From an optimization exercise on the open Yosys and OpenROAD flow, aimed at small area, a short achievable clock period and few clock cycles; shortcuts taken in it are not production practice.
Function was checked by simulation only, so behaviour that the tests miss may differ from the original.
No activity file was given, so power comes from the tool's default toggle rates.

red:
// matrix3_add_mul_commutator_top
module matrix3_add_mul_commutator_top (
  input  logic                     clk,
  input  logic                     rst,
  input  logic                     cfg_we,
  input  logic [m3c_pkg::OP_W-1:0] cfg_wdata,
  input  logic                     cmd_valid,
  output logic                     cmd_stall,
  input  m3c_pkg::cmd_word_t       cmd_data,
  output logic                     res_valid,
  input  logic                     res_stall,
  output m3c_pkg::res_word_t       res_data
);
export LEC_CHECK = 0
export ABC_CLOCK_PERIOD_IN_PS = 3500
export CAP_MARGIN = 20
export CORE_MARGIN = 2
export CORE_UTILIZATION = 40
export SETUP_SLACK_MARGIN = 5
export SLEW_MARGIN = 20
create_clock -name core_clock -period 9.0 [get_ports {clk}]
standard.sh (not shown) runs the stock make flow with config.mk's settings and CLKGATE_MAP_FILE= SYNTH_SCRIPT=/design/flow/synth_recipe.tcl, a recipe that flattens the netlist after the stock synthesis.
==> flow/flow/run.sh <==
#!/bin/bash
# The standard layout, with timing repair aimed at a shorter period than the constraint's
# (the constraint itself is unchanged) and port buffers of a stronger cell.
set -euo pipefail
bash standard.sh SETUP_SLACK_MARGIN=6 "BUFFER_PORTS_ARGS=-buffer_cell sky130_fd_sc_hd__buf_4" finish > orfs_make.log 2>&1
red: flow completed, timing, DRC and antenna clean
Testbench counts of red, summed over its fixed seeds: cycles 8,938.
The following lists how blue was set up differently from red:
--- a/flow/design.v
+++ b/flow/design.v
@@ -1177,42 +1177,45 @@
   assign is_comp_ib = (ib_kind == 2'd2);
   assign is_load_ib = !ib_kind[1] && (ib_row != 2'd3) && (ib_col != 2'd3);
   logic ib_go, consume, start, seq_free;
   assign consume = ib_go;
   assign start = ib_go && is_comp_ib;
   logic comp_next;
+  logic [17:0] rel;   
   logic [63:0] predv;
   assign comp_next = !start && seq_free;
   always_comb begin
     for (int kd = 0; kd < 4; kd++)
       for (int r = 0; r < 4; r++)
         for (int c = 0; c < 4; c++) begin
           if (kd == 2) predv[kd*16 + r*4 + c] = comp_next;
           else if (kd == 3 || r == 3 || c == 3) predv[kd*16 + r*4 + c] = 1'b1;
-          else predv[kd*16 + r*4 + c] = (ph_next == 2'(c)) && !start &&
-              !(act && (cur <= last_use(1'(kd), 2'(r), 2'(c), op_ew, op_ab, op_ba)));
+          else predv[kd*16 + r*4 + c] = (ph_next == 2'(c)) && !start && rel[kd*9 + r*3 + c];
         end
   end
   logic pred_new, pred_old, w_valid, w_pred;
   assign pred_new = predv[{cmd_data.kind, cmd_data.row, cmd_data.col}];
   assign pred_old = predv[{ib_kind, ib_row, ib_col}];
-  assign w_valid = cmd_stall ? ib_valid : cmd_valid;
-  assign w_pred = cmd_stall ? pred_old : pred_new;
+  logic stall_q;   
+  assign w_valid = stall_q ? ib_valid : cmd_valid;
+  assign w_pred = stall_q ? pred_old : pred_new;
   always_ff @(posedge clk) begin
     if (rst) begin
       ib_valid <= 1'b0;
       ib_go <= 1'b0;
       cmd_stall <= 1'b0;
+      stall_q <= 1'b0;
     end else begin
       ib_valid <= w_valid;
       ib_go <= w_valid && w_pred;
       cmd_stall <= w_valid && !w_pred;
+      stall_q <= w_valid && !w_pred;
     end
   end
   always_ff @(posedge clk) begin
-    if (!cmd_stall) begin
+    if (!stall_q) begin
       ib_kind <= cmd_data.kind;
       ib_row <= cmd_data.row;
       ib_col <= cmd_data.col;
       ib_val <= cmd_data.value;
     end
   end
@@ -1250,13 +1253,19 @@
   logic adv;
   logic m1first, m1last, m2first, m2last;
   logic [1:0] m1i, m1j, m2i, m2j;
   logic pend;
   logic [1:0] pi, pj;
   logic sk_valid;
-  assign adv = act && (!tc.first || !(sk_valid || (pend && res_valid)));
+  logic rv;   
+  logic cfg_d;
+  always_ff @(posedge clk) begin
+    if (rst) cfg_d <= 1'b0;
+    else cfg_d <= cfg_we;
+  end
+  assign adv = (act || start) && !cfg_d && (!tc.first || !(sk_valid || (pend && rv)));
   assign seq_free = !act || (adv && tc.last && tc.laste);
   logic       n_act, n_half, n_eb;
   logic [2:0] n_ei, n_ej, n_kk;
   logic [3:0] n_cur;
   always_comb begin
     n_act = act; n_ei = ei; n_ej = ej; n_kk = kk; n_half = half; n_eb = eb; n_cur = cur;
@@ -1275,23 +1284,30 @@
         n_half = 1'b1;
         n_kk = tc.kstart;
       end else begin
         n_kk = rotl(kk);
       end
     end
-    if (start) begin
-      n_act = 1'b1;
+    if (start) n_act = 1'b1;
+    if ((!act && !(start && adv)) || (adv && tc.last && tc.laste)) begin
       n_ei = 3'b001;
       n_ej = 3'b001;
       n_cur = 4'd0;
       n_half = 1'b0;
       n_eb = 1'b0;
       n_kk = op_comm ? 3'b010 : 3'b001;
     end
   end
   always_ff @(posedge clk) begin
+    for (int m = 0; m < 2; m++)
+      for (int r = 0; r < 3; r++)
+        for (int c = 0; c < 3; c++)
+          rel[m*9 + r*3 + c] <= !n_act ||
+              (n_cur > last_use(1'(m), 2'(r), 2'(c), op_ew, op_ab, op_ba));
+  end
+  always_ff @(posedge clk) begin
     if (rst) begin
       act <= 1'b0;
       ei <= 3'b001;
       ej <= 3'b001;
       kk <= 3'b001;
       half <= 1'b0;
@@ -1418,31 +1434,33 @@
   always_ff @(posedge clk) begin
     acc_s <= ns;
     acc_c <= nc;
   end
   logic out_ready;
   m3c_pkg::res_word_t rw, sk;
-  assign out_ready = !res_valid || !res_stall;
+  assign out_ready = !rv || !res_stall;
   assign rw = {pi, pj, acc_s + acc_c, (pi == 2'd2) && (pj == 2'd2)};
   always_ff @(posedge clk) begin
     if (rst) begin
       pend <= 1'b0;
       res_valid <= 1'b0;
+      rv <= 1'b0;
       sk_valid <= 1'b0;
     end else begin
       if (m2last) pend <= 1'b1;
       else if (out_ready || !sk_valid) pend <= 1'b0;
       if (out_ready) begin
         res_valid <= sk_valid || pend;
+        rv <= sk_valid || pend;
         sk_valid <= sk_valid && pend;
       end else begin
         sk_valid <= sk_valid || pend;
       end
     end
     if (m2last) begin
       pi <= m2i;
       pj <= m2j;
     end
     if (out_ready) res_data <= sk_valid ? sk : rw;
-    if (pend && (res_stall ? (res_valid && !sk_valid) : sk_valid)) sk <= rw;
+    if (pend && (res_stall ? (rv && !sk_valid) : sk_valid)) sk <= rw;
   end
 endmodule
Notes after the runs:
blue finished end to end and its layout was clean on timing, DRC and antenna.
On multiplexer area fraction after synthesis, red and blue are neck and neck.
Changes observed in blue relative to red: sequential power grew by about 1%, non-clock buffer count grew by 27%.
Number of library cell types mapped by synthesis: blue vs red down 20%
Per the comparison of blue with red, final hold slack neither gained nor lost much, worst setup slack down 0.0062 ns, post-detailed-route count of antenna-violating nets was more or less identical, via count of the first global-routing pass now larger.
Maximum resistive drop on vdd: blue vs red down 25%
red and blue ended up with nearly the same hold buffer count at CTS.
In blue relative to red, total via count after detailed routing had gone up slightly.
Relative to red, the placed instance count of blue is higher by 1.0%.
red ended up with reg2out as its classification of the worst setup path; blue ended up with reg2reg.
Testbench counts of blue, summed over its fixed seeds: cycles 8,901.

port drivers added, routing unchanged:
No port has a modelled driver above. Below, the same layouts with a new extraction and two added sets of constraints. Step 1 assumes that a clkbuf_16 drives the clock port and a buf_2 every other input. Step 2 moves the port delays by t, midway between the first and last clock arrival at a register: inputs arrive t later, outputs are due t later. That takes back most of the time a late clock gives input paths. Three values: no drivers, after step 1, after step 2; two values: the first two.
run | t, ns | setup slack, ns | latest minus earliest clock arrival (ns) | slew at the worst register clock pin (ns)
red | 0.746 | 5.952 / 5.883 / 5.387 | 0.054 / 0.055 | 0.07 / 0.07
blue | 0.756 | 5.946 / 5.903 / 5.462 | 0.075 / 0.075 | 0.07 / 0.07
After both steps setup and hold are still met in every run listed. The setup slack of red, which loses most, moves by -0.069 ns with the drivers and by -0.565 ns with both steps.
